Background: an optimization exercise with open tools, aiming at a short achievable clock period and few clock cycles. Do not read the settings as production practice. Only simulation tests tie the RTL to the original design; equivalence was not proved. Power figures rest on the tool's default switching activity, not on a simulated workload.

**run.sh**
```bash
#!/bin/bash
# synth_recipe.tcl (not shown) runs the flow's synth.tcl, then flattens the netlist and writes it again
# the make line also repeats each setting of config.mk as NAME=value (left out here)
make -C /OpenROAD-flow-scripts/flow DESIGN_CONFIG=/design/flow/config.mk WORK_HOME=/design/flow/orfs CLKGATE_MAP_FILE= SYNTH_SCRIPT=/design/flow/synth_recipe.tcl finish
```
**config.mk**
```make
export PLATFORM = sky130hd
export DESIGN_NAME = pipeline_core
export DESIGN_NICKNAME = pipeline_core
export VERILOG_FILES = /design/flow/design.v
export SDC_FILE = /design/flow/constraint.sdc
export NUM_CORES = 4
export LEC_CHECK = 0
export CAP_MARGIN = 20
export CORE_MARGIN = 2
export CORE_UTILIZATION = 40
export SLEW_MARGIN = 20
```
**constraint.sdc**
```tcl
create_clock -name core_clock -period 8.0 [get_ports {clk}]
set_input_delay 1.6000 -clock core_clock [delete_from_list [all_inputs] [get_ports {clk}]]
set_output_delay 1.6000 -clock core_clock [all_outputs]
set_load 0.01 [all_outputs]
```
**design.v**
```verilog
`default_nettype none
package isa_pkg;
	typedef logic [31:0] word_t;
	typedef logic [4:0] reg_addr_t;
	localparam int OPCODE_MSB = 31;
	localparam int OPCODE_LSB = 27;
	localparam int DEST_MSB = 26;
	localparam int DEST_LSB = 22;
	localparam int SRC1_MSB = 21;
	localparam int SRC1_LSB = 17;
	localparam int SRC2_MSB = 16;
	localparam int SRC2_LSB = 12;
	localparam int IMM_WIDTH = 16;
	typedef enum logic [4:0] {
		OP_ADD  = 5'b00000,
		OP_ADDI = 5'b00001,
		OP_SUB  = 5'b00010,
		OP_AND  = 5'b00011,
		OP_ANDI = 5'b00100,
		OP_OR   = 5'b00101,
		OP_ORI  = 5'b00110,
		OP_XOR  = 5'b00111,
		OP_SLL  = 5'b01000,
		OP_SRL  = 5'b01001,
		OP_SRA  = 5'b01010,
		OP_LLI  = 5'b01011,
		OP_LUI  = 5'b01100,
		OP_B    = 5'b10001,
		OP_BL   = 5'b10010,
		OP_RET  = 5'b10011
	} opcode_e;
	typedef enum logic [2:0] {
		ALU_ADD,
		ALU_SUB,
		ALU_AND,
		ALU_OR,
		ALU_XOR,
		ALU_SLL,
		ALU_SRL,
		ALU_SRA
	} alu_op_e;
	typedef enum logic [2:0] {
		COND_NE,
		COND_EQ,
		COND_GT,
		COND_LT,
		COND_GE,
		COND_LE,
		COND_OVERFLOW,
		COND_ALWAYS
	} branch_cond_e;
	typedef struct packed {
		logic zero;
		logic sign;
		logic overflow;
	} flags_t;
endpackage
`default_nettype wire
`default_nettype none
package pipe_pkg;
	typedef enum logic [1:0] {
		WRITE_NONE,
		WRITE_FULL,
		WRITE_LOWER,
		WRITE_UPPER
	} write_kind_e;
	typedef struct packed {
		write_kind_e write_kind;
		logic [4:0] dest;
		logic [31:0] data;
	} reg_write_t;
	typedef struct packed {
		logic [31:0] operand1;
		logic [31:0] operand2;
		logic [31:0] immediate;
		logic [4:0] source1;
		logic [4:0] source2;
		logic [2:0] alu_op;
		logic use_immediate;
		logic select_immediate;
		logic update_flags;
		write_kind_e write_kind;
		logic [4:0] dest;
	} ex_payload_t;
	localparam int EX_PAYLOAD_BITS = 3 * 32 + 2 * 5 + 3 + 3 + 2 + 5;
	typedef reg_write_t wb_payload_t;
	localparam int WB_PAYLOAD_BITS = 2 + 5 + 32;
endpackage
`default_nettype wire
`default_nettype none
`timescale 1ns/1ns
module fetch_unit #(
	parameter int INSTR_ADDR_WIDTH = 11
) (
	input  wire                          clk,
	input  wire                          rst_n,
	input  wire isa_pkg::word_t          instr,
	input  wire                          stall,
	input  wire                          branch_taken,
	input  wire [INSTR_ADDR_WIDTH-1:0]   branch_target,
	input  wire                          link_write,
	input  wire [INSTR_ADDR_WIDTH-1:0]   link_value,
	input  wire                          link_return,
	output logic [INSTR_ADDR_WIDTH-1:0]  instr_addr,
	output isa_pkg::word_t               fetched_instr,
	output logic [INSTR_ADDR_WIDTH-1:0]  fetched_pc,
	output logic                         fetched_bubble
);
	logic [INSTR_ADDR_WIDTH-1:0] link_reg;
	always_ff @(posedge clk or negedge rst_n) begin
		if (!rst_n) begin
			link_reg <= '0;
		end else if (link_write) begin
			link_reg <= link_value;
		end
	end
	always_ff @(posedge clk or negedge rst_n) begin
		if (!rst_n) begin
			instr_addr <= '0;
		end else if (branch_taken) begin
			instr_addr <= branch_target;
		end else if (link_return) begin
			instr_addr <= link_reg;
		end else if (!stall) begin
			instr_addr <= instr_addr + 1'b1;
		end
	end
	always_ff @(posedge clk or negedge rst_n) begin
		if (!rst_n) begin
			fetched_instr <= '0;
			fetched_pc <= '0;
			fetched_bubble <= 1'b1;
		end else if (branch_taken || link_return) begin
			fetched_instr <= '0;
			fetched_pc <= instr_addr;
			fetched_bubble <= 1'b1;
		end else if (!stall) begin
			fetched_instr <= instr;
			fetched_pc <= instr_addr;
			fetched_bubble <= (instr == '0);
		end
	end
endmodule
`default_nettype wire
`default_nettype none
`timescale 1ns/1ns
module decode_unit #(
	parameter int INSTR_ADDR_WIDTH = 11
) (
	input  wire isa_pkg::word_t          fetched_instr,
	input  wire [INSTR_ADDR_WIDTH-1:0]   fetched_pc,
	input  wire                          fetched_bubble,
	input  wire isa_pkg::flags_t         flags,
	input  wire                          flag_update_pending,
	input  wire pipe_pkg::reg_write_t    pending_ex,
	input  wire pipe_pkg::reg_write_t    pending_wb,
	output isa_pkg::reg_addr_t           rf_addr1,
	output isa_pkg::reg_addr_t           rf_addr2,
	input  wire isa_pkg::word_t          rf_data1,
	input  wire isa_pkg::word_t          rf_data2,
	output pipe_pkg::ex_payload_t        payload,
	output logic                         payload_bubble,
	output logic                         stall,
	output logic                         branch_taken,
	output logic [INSTR_ADDR_WIDTH-1:0]  branch_target,
	output logic                         link_write,
	output logic [INSTR_ADDR_WIDTH-1:0]  link_value,
	output logic                         link_return
);
	isa_pkg::opcode_e opcode;
	isa_pkg::branch_cond_e cond;
	isa_pkg::word_t immediate;
	logic is_exec;
	logic reads_src1;
	logic reads_src2;
	logic is_branch;
	logic is_link;
	logic is_return;
	logic condition_met;
	logic hazard_read;
	logic hazard_branch;
	logic half_ex;
	logic half_wb;
	assign opcode = isa_pkg::opcode_e'(fetched_instr[isa_pkg::OPCODE_MSB:isa_pkg::OPCODE_LSB]);
	assign cond = isa_pkg::branch_cond_e'(fetched_instr[isa_pkg::DEST_MSB -: 3]);
	assign immediate = {{(32 - isa_pkg::IMM_WIDTH){fetched_instr[isa_pkg::IMM_WIDTH-1]}},
		fetched_instr[isa_pkg::IMM_WIDTH-1:0]};
	assign rf_addr1 = fetched_instr[isa_pkg::SRC1_MSB:isa_pkg::SRC1_LSB];
	assign rf_addr2 = fetched_instr[isa_pkg::SRC2_MSB:isa_pkg::SRC2_LSB];
	always_comb begin
		payload = '0;
		payload.operand1 = rf_data1;
		payload.operand2 = rf_data2;
		payload.immediate = immediate;
		payload.source1 = rf_addr1;
		payload.source2 = rf_addr2;
		payload.dest = fetched_instr[isa_pkg::DEST_MSB:isa_pkg::DEST_LSB];
		is_exec = 1'b0;
		reads_src1 = 1'b0;
		reads_src2 = 1'b0;
		is_branch = 1'b0;
		is_link = 1'b0;
		is_return = 1'b0;
		case (opcode)
			isa_pkg::OP_ADD, isa_pkg::OP_SUB, isa_pkg::OP_AND, isa_pkg::OP_OR, isa_pkg::OP_XOR, isa_pkg::OP_SLL, isa_pkg::OP_SRL, isa_pkg::OP_SRA: begin
				payload.write_kind = pipe_pkg::WRITE_FULL;
				payload.update_flags = 1'b1;
				reads_src1 = 1'b1;
				reads_src2 = 1'b1;
				is_exec = 1'b1;
			end
			isa_pkg::OP_ADDI, isa_pkg::OP_ANDI, isa_pkg::OP_ORI: begin
				payload.write_kind = pipe_pkg::WRITE_FULL;
				payload.update_flags = 1'b1;
				payload.use_immediate = 1'b1;
				reads_src1 = 1'b1;
				is_exec = 1'b1;
			end
			isa_pkg::OP_LLI: begin
				payload.write_kind = pipe_pkg::WRITE_LOWER;
				payload.select_immediate = 1'b1;
				is_exec = 1'b1;
			end
			isa_pkg::OP_LUI: begin
				payload.write_kind = pipe_pkg::WRITE_UPPER;
				payload.select_immediate = 1'b1;
				is_exec = 1'b1;
			end
			isa_pkg::OP_B: begin
				is_branch = 1'b1;
			end
			isa_pkg::OP_BL: begin
				is_branch = 1'b1;
				is_link = 1'b1;
			end
			isa_pkg::OP_RET: begin
				is_return = 1'b1;
			end
			default: begin
				is_exec = 1'b0;
			end
		endcase
		case (opcode)
			isa_pkg::OP_SUB: payload.alu_op = isa_pkg::ALU_SUB;
			isa_pkg::OP_AND, isa_pkg::OP_ANDI: payload.alu_op = isa_pkg::ALU_AND;
			isa_pkg::OP_OR, isa_pkg::OP_ORI: payload.alu_op = isa_pkg::ALU_OR;
			isa_pkg::OP_XOR: payload.alu_op = isa_pkg::ALU_XOR;
			isa_pkg::OP_SLL: payload.alu_op = isa_pkg::ALU_SLL;
			isa_pkg::OP_SRL: payload.alu_op = isa_pkg::ALU_SRL;
			isa_pkg::OP_SRA: payload.alu_op = isa_pkg::ALU_SRA;
			default: payload.alu_op = isa_pkg::ALU_ADD;
		endcase
		if (payload.dest == '0) begin
			payload.write_kind = pipe_pkg::WRITE_NONE;
		end
	end
	assign payload_bubble = fetched_bubble || !is_exec;
	always_comb begin
		case (cond)
			isa_pkg::COND_NE: condition_met = !flags.zero;
			isa_pkg::COND_EQ: condition_met = flags.zero;
			isa_pkg::COND_GT: condition_met = !flags.zero && !flags.sign;
			isa_pkg::COND_LT: condition_met = !flags.zero && flags.sign;
			isa_pkg::COND_GE: condition_met = flags.zero || !flags.sign;
			isa_pkg::COND_LE: condition_met = flags.zero || flags.sign;
			isa_pkg::COND_OVERFLOW: condition_met = flags.overflow;
			default: condition_met = 1'b1;
		endcase
	end
	assign half_ex = pending_ex.write_kind == pipe_pkg::WRITE_LOWER || pending_ex.write_kind == pipe_pkg::WRITE_UPPER;
	assign half_wb = pending_wb.write_kind == pipe_pkg::WRITE_LOWER || pending_wb.write_kind == pipe_pkg::WRITE_UPPER;
	assign hazard_read =
		(reads_src1 && ((half_ex && pending_ex.dest == rf_addr1) || (half_wb && pending_wb.dest == rf_addr1)))
		|| (reads_src2 && ((half_ex && pending_ex.dest == rf_addr2)
		|| (half_wb && pending_wb.dest == rf_addr2)));
	assign hazard_branch = is_branch && flag_update_pending;
	assign stall = !fetched_bubble && (hazard_read || hazard_branch);
	assign link_value = fetched_pc + 1'b1;
	assign branch_target = link_value + immediate[INSTR_ADDR_WIDTH-1:0];
	assign branch_taken = is_branch && condition_met && !stall;
	assign link_write = branch_taken && is_link;
	assign link_return = is_return && !stall;
endmodule
`default_nettype wire
`default_nettype none
`timescale 1ns/1ns
module register_file (
	input  wire                        clk,
	input  wire                        rst_n,
	input  wire isa_pkg::reg_addr_t    addr1,
	input  wire isa_pkg::reg_addr_t    addr2,
	output isa_pkg::word_t             data1,
	output isa_pkg::word_t             data2,
	input  wire pipe_pkg::reg_write_t  write
);
	isa_pkg::word_t regs [32];
	logic [31:0] valid;
	isa_pkg::word_t read1;
	isa_pkg::word_t read2;
	isa_pkg::word_t through1;
	isa_pkg::word_t through2;
	logic writing;
	logic write_lower;
	logic write_upper;
	logic [15:0] lower_value;
	logic [15:0] upper_value;
	assign writing = (write.write_kind != pipe_pkg::WRITE_NONE) && (write.dest != '0);
	assign write_lower = writing
		&& (write.write_kind != pipe_pkg::WRITE_UPPER || !valid[write.dest]);
	assign write_upper = writing
		&& (write.write_kind != pipe_pkg::WRITE_LOWER || !valid[write.dest]);
	assign lower_value = (write.write_kind == pipe_pkg::WRITE_UPPER) ? 16'h0000 : write.data[15:0];
	assign upper_value = (write.write_kind == pipe_pkg::WRITE_FULL) ? write.data[31:16]
		: (write.write_kind == pipe_pkg::WRITE_UPPER) ? write.data[15:0] : 16'h0000;
	always_ff @(posedge clk or negedge rst_n) begin
		if (!rst_n) begin
			valid <= '0;
		end else if (writing) begin
			valid[write.dest] <= 1'b1;
		end
	end
	always_ff @(posedge clk) begin
		for (int i = 1; i < 32; i++) begin
			if (write_lower && write.dest == 5'(i)) begin
				regs[i][15:0] <= lower_value;
			end
			if (write_upper && write.dest == 5'(i)) begin
				regs[i][31:16] <= upper_value;
			end
		end
	end
	assign read1 = valid[addr1] ? regs[addr1] : '0;
	assign read2 = valid[addr2] ? regs[addr2] : '0;
	always_comb begin
		case (write.write_kind)
			pipe_pkg::WRITE_LOWER: begin
				through1 = {read1[31:16], write.data[15:0]};
				through2 = {read2[31:16], write.data[15:0]};
			end
			pipe_pkg::WRITE_UPPER: begin
				through1 = {write.data[15:0], read1[15:0]};
				through2 = {write.data[15:0], read2[15:0]};
			end
			default: begin
				through1 = write.data;
				through2 = write.data;
			end
		endcase
	end
	assign data1 = (writing && write.dest == addr1) ? through1 : read1;
	assign data2 = (writing && write.dest == addr2) ? through2 : read2;
endmodule
`default_nettype wire
`default_nettype none
`timescale 1ns/1ns
module stage_reg #(
	parameter int WIDTH = 32
) (
	input  wire            clk,
	input  wire            rst_n,
	input  wire            insert_bubble,
	input  wire [WIDTH-1:0] d,
	input  wire            d_bubble,
	output logic [WIDTH-1:0] q,
	output logic           q_bubble
);
	always_ff @(posedge clk or negedge rst_n) begin
		if (!rst_n) begin
			q <= '0;
			q_bubble <= 1'b1;
		end else if (insert_bubble || d_bubble) begin
			q <= '0;
			q_bubble <= 1'b1;
		end else begin
			q <= d;
			q_bubble <= 1'b0;
		end
	end
endmodule
`default_nettype wire
`default_nettype none
`timescale 1ns/1ns
module execute_unit (
	input  wire                         clk,
	input  wire                         rst_n,
	input  wire pipe_pkg::ex_payload_t  payload,
	input  wire                         payload_bubble,
	input  wire pipe_pkg::reg_write_t   forward,
	output pipe_pkg::wb_payload_t       result,
	output isa_pkg::flags_t             flags,
	output logic                        flag_update_pending
);
	isa_pkg::word_t op1;
	isa_pkg::word_t op2;
	isa_pkg::word_t alu_out;
	logic overflow;
	isa_pkg::flags_t next_flags;
	assign op1 = (forward.write_kind == pipe_pkg::WRITE_FULL && forward.dest == payload.source1)
		? forward.data : payload.operand1;
	always_comb begin
		if (payload.use_immediate) begin
			op2 = payload.immediate;
		end else if (forward.write_kind == pipe_pkg::WRITE_FULL && forward.dest == payload.source2) begin
			op2 = forward.data;
		end else begin
			op2 = payload.operand2;
		end
	end
	always_comb begin
		case (payload.alu_op)
			isa_pkg::ALU_ADD: alu_out = op1 + op2;
			isa_pkg::ALU_SUB: alu_out = op1 - op2;
			isa_pkg::ALU_AND: alu_out = op1 & op2;
			isa_pkg::ALU_OR: alu_out = op1 | op2;
			isa_pkg::ALU_XOR: alu_out = op1 ^ op2;
			isa_pkg::ALU_SLL: alu_out = op1 << op2[4:0];
			isa_pkg::ALU_SRL: alu_out = op1 >> op2[4:0];
			default: alu_out = isa_pkg::word_t'($signed(op1) >>> op2[4:0]);
		endcase
	end
	always_comb begin
		case (payload.alu_op)
			isa_pkg::ALU_ADD: overflow = (op1[31] == op2[31]) && (alu_out[31] != op1[31]);
			isa_pkg::ALU_SUB: overflow = (op1[31] != op2[31]) && (alu_out[31] != op1[31]);
			default: overflow = 1'b0;
		endcase
	end
	always_comb begin
		result.write_kind = payload_bubble ? pipe_pkg::WRITE_NONE : payload.write_kind;
		result.dest = payload.dest;
		result.data = payload.select_immediate ? payload.immediate : alu_out;
	end
	assign next_flags = {(alu_out == '0), alu_out[31], overflow};
	assign flag_update_pending = payload.update_flags && !payload_bubble;
	always_ff @(posedge clk or negedge rst_n) begin
		if (!rst_n) begin
			flags <= '0;
		end else if (flag_update_pending) begin
			flags <= next_flags;
		end
	end
endmodule
`default_nettype wire
`default_nettype none
`timescale 1ns/1ns
module pipeline_core #(
	parameter int INSTR_ADDR_WIDTH = 11
) (
	input  wire                          clk,
	input  wire                          rst_n,
	output logic [INSTR_ADDR_WIDTH-1:0]  instr_addr,
	input  wire isa_pkg::word_t          instr,
	output pipe_pkg::reg_write_t         reg_write
);
	isa_pkg::word_t fetched_instr;
	logic [INSTR_ADDR_WIDTH-1:0] fetched_pc;
	logic fetched_bubble;
	logic stall;
	logic branch_taken;
	logic [INSTR_ADDR_WIDTH-1:0] branch_target;
	logic link_write;
	logic [INSTR_ADDR_WIDTH-1:0] link_value;
	logic link_return;
	isa_pkg::reg_addr_t rf_addr1;
	isa_pkg::reg_addr_t rf_addr2;
	isa_pkg::word_t rf_data1;
	isa_pkg::word_t rf_data2;
	pipe_pkg::ex_payload_t id_payload;
	logic id_bubble;
	pipe_pkg::ex_payload_t ex_payload;
	logic ex_bubble;
	pipe_pkg::wb_payload_t ex_result;
	isa_pkg::flags_t flags;
	logic flag_update_pending;
	fetch_unit #(
		.INSTR_ADDR_WIDTH(INSTR_ADDR_WIDTH)
	) u_fetch (
		.clk(clk),
		.rst_n(rst_n),
		.instr(instr),
		.stall(stall),
		.branch_taken(branch_taken),
		.branch_target(branch_target),
		.link_write(link_write),
		.link_value(link_value),
		.link_return(link_return),
		.instr_addr(instr_addr),
		.fetched_instr(fetched_instr),
		.fetched_pc(fetched_pc),
		.fetched_bubble(fetched_bubble)
	);
	decode_unit #(
		.INSTR_ADDR_WIDTH(INSTR_ADDR_WIDTH)
	) u_decode (
		.fetched_instr(fetched_instr),
		.fetched_pc(fetched_pc),
		.fetched_bubble(fetched_bubble),
		.flags(flags),
		.flag_update_pending(flag_update_pending),
		.pending_ex(ex_result),
		.pending_wb(reg_write),
		.rf_addr1(rf_addr1),
		.rf_addr2(rf_addr2),
		.rf_data1(rf_data1),
		.rf_data2(rf_data2),
		.payload(id_payload),
		.payload_bubble(id_bubble),
		.stall(stall),
		.branch_taken(branch_taken),
		.branch_target(branch_target),
		.link_write(link_write),
		.link_value(link_value),
		.link_return(link_return)
	);
	register_file u_regs (
		.clk(clk),
		.rst_n(rst_n),
		.addr1(rf_addr1),
		.addr2(rf_addr2),
		.data1(rf_data1),
		.data2(rf_data2),
		.write(reg_write)
	);
	stage_reg #(
		.WIDTH(pipe_pkg::EX_PAYLOAD_BITS)
	) u_id_ex (
		.clk(clk),
		.rst_n(rst_n),
		.insert_bubble(stall),
		.d(id_payload),
		.d_bubble(id_bubble),
		.q(ex_payload),
		.q_bubble(ex_bubble)
	);
	execute_unit u_execute (
		.clk(clk),
		.rst_n(rst_n),
		.payload(ex_payload),
		.payload_bubble(ex_bubble),
		.forward(reg_write),
		.result(ex_result),
		.flags(flags),
		.flag_update_pending(flag_update_pending)
	);
	stage_reg #(
		.WIDTH(pipe_pkg::WB_PAYLOAD_BITS)
	) u_ex_wb (
		.clk(clk),
		.rst_n(rst_n),
		.insert_bubble(1'b0),
		.d(ex_result),
		.d_bubble(ex_bubble),
		.q(reg_write),
		.q_bubble()
	);
endmodule
`default_nettype wire
```
==> summary.txt <==
- Sequential fraction of the synthesis area: 57.0%
* Count of unique library cells instantiated by Yosys: 104
- Clock-pin transition on the worst setup and hold timing paths: 0.06 ns
* Vias post-DR: 56900
* Cell family with the largest share of critical-path delay: simple AND/OR/NAND/NOR gates
* Final-report max-slew violation count: 0
* Mean instance size in the synthesized netlist: 11.8 µm²
- 84 I/O pins were placed.
- For this run, the leading register cell type out of synthesis is sky130_fd_sc_hd__edfxtp_1.
* Largest regs: u_regs.regs: 992 flops, u_id_ex.q: 99 flops, u_ex_wb.q: 39 flops
* Sequential cell fraction of total power: 40.4%
* Layout Nets: 5572
* Cell-internal power: 12.5 mW
* Pwr per Cell Area: 265 nW/µm²
- Among all stages on the critical path, the largest delay is contributed by sky130_fd_sc_hd__o41ai_1.
- The path class of the tightest hold or removal check is flop to flop.
* Util after Layout: 46.0%
* Wire length of the first global-routing pass: 438000 µm
* Power Total: 19.0 mW
* Total net switching power: 6.56 mW
- Initial Util: 40.3%
- For this run, the slowest stage of the critical path takes 0.58 ns.
- Area of placed instances: 67400 µm²
* Fin worst setup slack: 0.445 ns
* Minimum setup slack after placement: 0.415 ns
- Largest register FFs: 992
- After layout, the worst path uses 94.4% of the clock period.
* Kind of end point of the critical path: flop
* Cells taking the most area after synthesis: sky130_fd_sc_hd__edfxtp_1 (47%), sky130_fd_sc_hd__dfrtp_1 (9.5%), sky130_fd_sc_hd__a22o_1 (4.5%)
* Peak VDD IR: 238 µV
* Syn Inst Count: 5313
- Max-cap viol count: 0
- The mapped netlist covers 62800 µm².
- After routing, the total negative slack on setup checks comes to 0 ns.
* Clock Power Share: 32.9%
* Antenna violations before repair: 20
- Switching part of the total: 34.4%
* Placed cells: 7338
- Vert. Die Dim: 400 µm
- Crit path buf inv count: 1
- Total count of hold-check failures in the final report: 0
* Avg Vias per Cell: 7.50
- Once detail routing completed, the nets flagged for antenna violations numbered 0.
- The cell sitting at the root of the clock tree is a sky130_fd_sc_hd__clkbuf_16.
* Vias in the first global route: 53200
- Post-detailed-placement half-perimeter wirelength: 199000 µm
* Layout Cells excl Fill: 7584
* Maximum fanout count along the critical path: 11
- The run finished with no timing, DRC or antenna violations.
* Total detailed-routing wirelength: 324000 µm
* Horizontal die dimension: 400 µm
- Entering global routing, the biggest net connects 159 pins.
- Between clock sinks in the finished design, the worst skew comes to 0.0366 ns.
- Cells with a size suffix above 1 make up 14.0% of the layout.
- Final hold slack: 0.493 ns
- Flop and latch count out of synthesis: 1232
- Clock sinks: 1232
* Top-area cell type share of the netlist area: 47.4%
- Kind of start point of the critical path: flop
- Std-Cell Core Area: 156000 µm²
* Num rows: 145
- The die covers 160000 µm².
* Setup-violating endpoint count in the final report: 0
- After clock tree synthesis, the setup repair step added 0 buffers.
- Synthesis-to-layout area growth: 14.4%
- Total track usage: 39.0%
- Cell area after layout: 71800 µm²
- Count of filler cells inserted in the layout: 14100
* Number of buffers added by the clock tree synthesis step: 132
- At the worst endpoint, the required time is 8.69 ns.
* Dominant cell type by area after synthesis: sky130_fd_sc_hd__edfxtp_1
- The clock tree synthesis step divided the H-tree into 4 levels.
- By startpoint and endpoint, the worst setup path is classified as flop to flop.
- RD Place Congestion: 1.07
- Final global-route overflow total: 0
- Clock Path Buffers: 3
* Share of synthesized flip-flops with an asynchronous set or reset: 19.5%
- Violation count after the first detailed-routing iteration: 12600
* Register containing the most flip-flops in the final layout: u_regs.regs
- Headroom to the max-slew limit came out at 15.2%.
- Unrepaired setup endpoints after global routing: false
* Ys Warns: 39
* Number of design rule violations left after detail routing: 0
- Wirelength per Cell: 42.7 µm
- Logic gate share of total power: 26.7%
- Worst-margin pin slew: 1.27 ns
- The count of buffers added on input and output ports is 83.
* TritonCTS clock tree: done
* Number of synthesized flops with an enable pin: 992
- Clock latency reported for the late side of the worst-skew pair: 0.81 ns
- The number of nets in the synthesized netlist is 5470.
* Max frequency: 132 MHz
- For this run, the detailed router's first-pass iteration total came to 11.
* Leakage component of the power: 25.4 nW
* Post-layout minimum cycle time: 7.55 ns
* Worst path arrival time: 8.24 ns
## area by class of cell
| class | count | area [µm²] | area share [%] |
|---|---|---|---|
| Tap cell | 2058 | 2570 | 3.58 |
| Inverter | 99 | 377 | 0.524 |
| Clock buffer | 171 | 3600 | 5.02 |
| Sequential cell | 1232 | 35800 | 49.8 |
| Multi-Input combinational cell | 3585 | 25700 | 35.8 |
| Antenna cell | 7 | 17.5 | 0.0244 |
| Clock inverter | 67 | 754 | 1.05 |
| Timing Repair Buffer | 365 | 2980 | 4.14 |
## placed cells by master (no fill, tap or decap), drive strengths merged, types with 121 or more instances in the layout
| master | count |
|---|---|
| a21oi | 260 |
| a221oi | 301 |
| a22o | 320 |
| a22oi | 290 |
| buf | 283 |
| clkbuf | 171 |
| dfrtp | 238 |
| edfxtp | 992 |
| ha | 121 |
| nand2 | 304 |
| nand3 | 132 |
| nand4 | 141 |
| nor2 | 462 |
| o21ai | 163 |
## power groups by stage
stage | combinational [mW] | sequential (mW) | clock (mW)
detailed placement | 4.78 | 7.82 | 0
global route | 5.23 | 7.71 | 6.51
finish | 5.09 | 7.70 | 6.26
floorplan | 2.71 | 7.69 | 0
CTS | 4.80 | 7.69 | 6.27
global placement | 4.78 | 7.82 | 0
## cells by family after synthesis
group           Yosys count  share of synthesized area, %
buf+inv                 496                          3.23
simple gates           1365                          10.3
fa+ha+maj               123                          2.47
compound gates         1804                          21.7
xor+xnor                119                          1.77
flops                  1232                          57.0
mux                     174                          3.52
## metal layers
metal  track usage (%)  part of all wire (%)
met1              46.7                    33
met2              56.5                    41
met3              16.6                    16
met4              27.1                   9.3
met5             0.302                 0.075
## cells in the mapped netlist (9+ instances only)
| master | instances |
|---|---|
| sky130_fd_sc_hd__and2_1 | 58 |
| sky130_fd_sc_hd__o32ai_1 | 15 |
| sky130_fd_sc_hd__clkbuf_1 | 303 |
| sky130_fd_sc_hd__or3_1 | 9 |
| sky130_fd_sc_hd__a21o_1 | 49 |
| sky130_fd_sc_hd__xor2_1 | 37 |
| sky130_fd_sc_hd__edfxtp_1 | 992 |
| sky130_fd_sc_hd__buf_6 | 14 |
| sky130_fd_sc_hd__a22oi_1 | 290 |
| sky130_fd_sc_hd__a21oi_1 | 260 |
| sky130_fd_sc_hd__dfrtp_1 | 238 |
| sky130_fd_sc_hd__o21ai_1 | 10 |
| sky130_fd_sc_hd__o22ai_1 | 64 |
| sky130_fd_sc_hd__nand2b_1 | 18 |
| sky130_fd_sc_hd__and3_1 | 9 |
| sky130_fd_sc_hd__o211ai_1 | 57 |
| sky130_fd_sc_hd__a222oi_1 | 66 |
| sky130_fd_sc_hd__nand2_1 | 302 |
| sky130_fd_sc_hd__nor4_1 | 36 |
| sky130_fd_sc_hd__a22o_1 | 320 |
| sky130_fd_sc_hd__a221oi_1 | 300 |
| sky130_fd_sc_hd__o21ai_0 | 153 |
| sky130_fd_sc_hd__mux2_2 | 41 |
| sky130_fd_sc_hd__nand4_1 | 139 |
| sky130_fd_sc_hd__buf_2 | 30 |
| sky130_fd_sc_hd__nor3_1 | 100 |
| sky130_fd_sc_hd__o31ai_1 | 15 |
| sky130_fd_sc_hd__nor2_1 | 457 |
| sky130_fd_sc_hd__o221ai_1 | 10 |
| sky130_fd_sc_hd__a31oi_1 | 27 |
| sky130_fd_sc_hd__buf_1 | 44 |
| sky130_fd_sc_hd__o32a_1 | 28 |
| sky130_fd_sc_hd__a211oi_1 | 22 |
| sky130_fd_sc_hd__nand3_1 | 132 |
| sky130_fd_sc_hd__nor2b_1 | 50 |
| sky130_fd_sc_hd__ha_1 | 121 |
| sky130_fd_sc_hd__o21bai_1 | 17 |
| sky130_fd_sc_hd__o21a_1 | 15 |
| sky130_fd_sc_hd__xnor2_1 | 77 |
| sky130_fd_sc_hd__inv_1 | 91 |
| sky130_fd_sc_hd__mux2i_1 | 96 |
| sky130_fd_sc_hd__mux4_2 | 30 |
| sky130_fd_sc_hd__or2_2 | 12 |
## worst paths after layout
kind	start	end	slack (ns)	depth (start not counted)
setup / recovery	u_id_ex.q[54]	u_execute.flags[2]	0.45	26
hold / removal	u_regs.valid[21]	u_regs.valid[21]	0.49	1
setup reg to reg	u_id_ex.q[54]	u_execute.flags[2]	0.45	26
hold reg to reg	u_regs.valid[21]	u_regs.valid[21]	0.49	1
max in group asynchronous	rst_n	u_regs.valid[26]	5.75	2
min in group asynchronous	rst_n	u_ex_wb.q[26]	0.80	1
## timing repair
action	in CTS	in global routing
hold buffers	0	0
setup endpoints to repair	0	1
gates resized for setup	0	2
hold endpoints to repair	0	0
Testbench counts, summed over its fixed seeds: cycles 65,788.

-- re-timing with driven ports --
No port has a modelled driver above. Below, the same layout with a new extraction and two added sets of constraints. Step 1 sets driving cells, clkbuf_16 on the clock port and buf_2 on the other inputs (assumed; they add their load-dependent delay and slew). Step 2 also shifts input and output timing later by t, the mid clock arrival at the registers, as if the neighbouring blocks saw the same clock. Three values: ideal, step 1, step 2; two values: the first two.
t, ns: 0.871
setup WS [ns]: 0.445 / 0.445 / 0.445
worst setup path after step 2: register to register
cell pins on the clock port's net: 1
After both steps setup and hold are still met in this run. For this run, drivers alone change the setup slack by 0.000 ns; drivers and shift together by 0.000 ns.
